Background: an optimization exercise with open tools, aiming at small area and a short achievable clock period. Do not read the settings as production practice.
No activity file was given, so power comes from the tool's default toggle rates.

Setup of epsilon:
## pipelined_fpu
module pipelined_fpu (
    input  wire logic                      clk,
    input  wire logic                      reset,
    input  wire logic                      start,
    input  wire logic [1:0]                op,         
    input  wire logic [31:0]               a,
    input  wire logic [31:0]               b,
    output logic                           done,
    output logic [31:0]                    result
);
    logic        sa, sb, sbe, sub0;
    logic [7:0]  ea, eb;
    logic [22:0] fa, fb, fa0, fb0;
    logic        az, bz, aff, bff, anan, bnan, ainf, binf;
    logic        is_mul;
    logic        swapf, elt, ge, sela, rev0;
    logic [7:0]  dab, dba, d0;
    logic [8:0]  e0;
    logic [22:0] big0;
    logic [23:0] small0;
    logic [34:0] f0;
    logic [10:0] neg0;
    logic [11:0] one0, two0;
    logic        spff0, spzero0, q0, nanp0, spsign0;
    fp_less #(.W(31)) u_cmp (.x(a[30:0]), .y(b[30:0]), .lt(swapf));   
    fp_less #(.W(8), .L(3)) u_ecmp (.x(a[30:23]), .y(b[30:23]), .lt(elt));
    fp_booth_enc u_enc (.y(fb0), .neg(neg0), .one(one0), .two(two0));
    always_comb begin
        sa  = a[31];
        sb  = b[31];
        ea  = a[30:23];
        eb  = b[30:23];
        fa  = a[22:0];
        fb  = b[22:0];
        az  = (ea == 8'd0);
        bz  = (eb == 8'd0);
        aff = (ea == 8'hff);
        bff = (eb == 8'hff);
        anan = aff & (fa != 23'd0);
        bnan = bff & (fb != 23'd0);
        ainf = aff & (fa == 23'd0);
        binf = bff & (fb == 23'd0);
        is_mul = (op == 2'd2);
        sbe    = sb ^ (op == 2'd1);
        sub0   = sa ^ sbe;
        fa0    = az ? 23'd0 : fa;                    
        fb0    = bz ? 23'd0 : fb;
        dab  = ea - eb;
        dba  = eb - ea;
        ge   = ~elt;
        d0   = ge ? dab : dba;
        e0   = is_mul ? ({1'b0, ea} + {1'b0, eb}) : {1'b0, ge ? ea : eb};
        rev0 = swapf & ge & sub0;
        sela   = anan | (~bnan & (is_mul | ge));
        big0   = sela ? fa0 : fb0;
  ...
Size: about 230 flip-flops, roughly 100 I/O pins, roughly 28000 µm² of cells after synthesis.
export LEC_CHECK = 0
export ABC_AREA = 1
export CAP_MARGIN = 20
export CORE_MARGIN = 2
export CORE_UTILIZATION = 40
export CTS_CLUSTER_DIAMETER = 110
export CTS_CLUSTER_SIZE = 24
export SETUP_SLACK_MARGIN = 5
export SLEW_MARGIN = 20
create_clock -name core_clock -period 10.0 [get_ports {clk}]
standard.sh (not shown) runs the stock make flow with config.mk's settings and CLKGATE_MAP_FILE= SYNTH_SCRIPT=/design/flow/synth_recipe.tcl, a recipe that flattens the netlist after the stock synthesis.
==> flow/flow/run.sh <==
#!/bin/bash
# The standard layout (the standard.sh, unchanged synthesis), except that
# the port buffers are plain buf_1 cells, which the flow's repair steps may
# resize, instead of the delay cell buffer_ports picks by default.
export BUFFER_PORTS_ARGS="-buffer_cell sky130_fd_sc_hd__buf_1"
bash standard.sh > standard.log 2>&1
The inputs of gamma differ from those of epsilon as listed below.
--- a/flow/design.v
+++ b/flow/design.v
@@ -1007,31 +1007,30 @@
     input  wire logic [31:0]               a,
     input  wire logic [31:0]               b,
     output logic                           done,
     output logic [31:0]                    result
 );
     logic        sa, sb, sbe, sub0;
     logic [7:0]  ea, eb;
     logic [22:0] fa, fb, fa0, fb0;
     logic        az, bz, aff, bff, anan, bnan, ainf, binf;
     logic        is_mul;
-    logic        swapf, elt, ge, sela, rev0;
+    logic        swapf, ge, sela;
     logic [7:0]  dab, dba, d0;
     logic [8:0]  e0;
     logic [22:0] big0;
     logic [23:0] small0;
     logic [34:0] f0;
     logic [10:0] neg0;
     logic [11:0] one0, two0;
     logic        spff0, spzero0, q0, nanp0, spsign0;
     fp_less #(.W(31)) u_cmp (.x(a[30:0]), .y(b[30:0]), .lt(swapf));   
-    fp_less #(.W(8), .L(3)) u_ecmp (.x(a[30:23]), .y(b[30:23]), .lt(elt));
     fp_booth_enc u_enc (.y(fb0), .neg(neg0), .one(one0), .two(two0));
     always_comb begin
         sa  = a[31];
         sb  = b[31];
         ea  = a[30:23];
         eb  = b[30:23];
         fa  = a[22:0];
         fb  = b[22:0];
         az  = (ea == 8'd0);
         bz  = (eb == 8'd0);
@@ -1041,25 +1040,24 @@
         bnan = bff & (fb != 23'd0);
         ainf = aff & (fa == 23'd0);
         binf = bff & (fb == 23'd0);
         is_mul = (op == 2'd2);
         sbe    = sb ^ (op == 2'd1);
         sub0   = sa ^ sbe;
         fa0    = az ? 23'd0 : fa;                    
         fb0    = bz ? 23'd0 : fb;
         dab  = ea - eb;
         dba  = eb - ea;
-        ge   = ~elt;
+        ge   = ~swapf;                               
         d0   = ge ? dab : dba;
         e0   = is_mul ? ({1'b0, ea} + {1'b0, eb}) : {1'b0, ge ? ea : eb};
-        rev0 = swapf & ge & sub0;
-        sela   = anan | (~bnan & (is_mul | ge));
+        sela   = anan | (~bnan & (is_mul | ~swapf));
         big0   = sela ? fa0 : fb0;
         small0 = sela ? {~bz, fb0} : {~az, fa0};
         f0     = is_mul ? {neg0, one0, two0} : {11'd0, small0};
         spff0   = 1'b0;
         spzero0 = 1'b0;
         q0      = 1'b0;
         nanp0   = 1'b0;
         spsign0 = 1'b0;
         if (op == 2'd3) begin
             spzero0 = 1'b1;
@@ -1085,79 +1083,78 @@
                 end
             end else if (ainf) begin
                 spff0 = 1'b1; spsign0 = sa;
             end else if (binf) begin
                 spff0 = 1'b1; spsign0 = sbe;
             end else if (az & bz) begin
                 spzero0 = 1'b1; spsign0 = sa & sbe;
             end
         end
     end
-    logic        v1, mul1, sub1, spff1, spzero1, q1, nanp1, spsign1, sa1, sbe1, swapf1, rev1;
+    logic        v1, mul1, sub1, spff1, spzero1, q1, nanp1, spsign1, sa1, sbe1, swapf1;
     logic [22:0] big1;
     logic [34:0] f1;
     logic [7:0]  d1;
     logic [8:0]  e1;
     always_ff @(posedge clk) begin
         if (reset) v1 <= 1'b0;
         else       v1 <= start;
     end
     always_ff @(posedge clk) begin
         mul1    <= is_mul;
         sub1    <= sub0;
         spff1   <= spff0;
         spzero1 <= spzero0;
         q1      <= q0;
         nanp1   <= nanp0;
         spsign1 <= spsign0;
         sa1     <= sa;
         sbe1    <= sbe;
         swapf1  <= swapf;
-        rev1    <= rev0;
         big1    <= big0;
         f1      <= f0;
         d1      <= d0;
         e1      <= e0;
     end
     logic [47:14] ps, pc;
     logic         pcin;
     logic         sign1;
     logic [9:0]   e1x;
     fp_mul_csa u_mul (.x(big1), .neg(f1[34:24]), .one(f1[23:12]), .two(f1[11:0]),
                       .ps(ps), .pc(pc), .pcin(pcin));
     logic [23:0] smallf;
     logic [24:0] bwin, awin;
     logic [22:0] smask;
     logic        sticky;
     logic [24:0] addsum;
     logic        addco;
     logic [25:0] x1;
-    fp_add_ks #(.W(25)) u_add (.x(awin), .y(bwin ^ {25{sub1}}), .cin(sub1 & ~sticky & ~rev1),
+    fp_add_ks #(.W(25)) u_add (.x(awin), .y(bwin ^ {25{sub1}}), .cin(sub1 & ~sticky),
                                .sum(addsum), .cout(addco));
     always_comb begin
         if (spff1 | spzero1)
             sign1 = spsign1;
         else if (mul1)
             sign1 = sa1 ^ sbe1;
         else
             sign1 = swapf1 ? sbe1 : sa1;
         e1x = mul1 ? ({1'b0, e1} - 10'd126) : {2'b00, e1[7:0]};
         smallf = f1[23:0];
         awin   = {1'b1, big1, 1'b0};
         bwin   = (d1 >= 8'd25) ? 25'd0 : ({smallf, 1'b0} >> d1[4:0]);
         for (int i = 0; i < 23; i++)
             smask[i] = (d1 >= 8'(i + 2));
         if (d1 > 8'd24)
             sticky = smallf[23] & (d1 <= 8'd47);
         else
             sticky = |(smallf[22:0] & smask[22:0]);
-        x1     = {addco & ~sub1, addsum ^ {25{rev1}}};
+        x1     = {addco & ~sub1, addsum};
         if (spff1)
             x1 = {4'd0, big1[21:0] & {22{nanp1}}};
     end
     logic        v2, mul2, sign2, spff2, spzero2, q2;
     logic [9:0]  e2;
     logic [47:14] ps2, pc2;
     logic        pcin2;
     logic [25:0] x2;
     always_ff @(posedge clk) begin
         if (reset) v2 <= 1'b0;
==> comparison <==
gamma completed; timing, DRC and antenna clean. Average size of a mapped cell went down slightly going from epsilon to gamma. gamma vs. epsilon: data required time of the critical path went up by 0.05 ns. | wire length of the first global-routing pass | gamma vs epsilon | worse |. Across both runs, combinational share of power was lower for gamma than for epsilon. Taking epsilon as the reference, in gamma sequential share of the synthesized area rose by 0.18 points, flip-flop and latch count fell by about 0.43%, number of instances in the placed design fell by 2.0%, first-pass iteration count of the detailed router fell by 2, sequential cell area share stayed essentially flat. The clock buffer and inverter area fraction after layout of epsilon and that of gamma are within noise of each other. Looking at share of power burned in the clock network, gamma sits 0.5 points above epsilon.
No functional check of the RTL was part of any run of this note.

-- afterwards: timing with drivers on the ports --
No port has a modelled driver above. Below, the same layouts with a new extraction and two added sets of constraints.
Step 1 sets driving cells, clkbuf_16 on the clock port and buf_2 on the other inputs (assumed; they add their load-dependent delay and slew).
Step 2, shift: input delay + t, output delay - t, t = (earliest + latest rising clock arrival at the registers) / 2. This alone moves slack from input paths to output paths.
Slacks: no drivers / after step 1 / after step 2; pairs: no drivers / after step 1.
run | t, ns | slack for setup (ns) | pins driven straight from the clock port
epsilon | 0.581 | 5.240 / 5.240 / 4.745 | 1
gamma | 0.591 | 5.224 / 5.224 / 4.841 | 1
After both steps every run listed still meets setup and hold. For epsilon, which loses most, drivers alone change the setup slack by 0.000 ns; drivers and shift together by -0.495 ns.
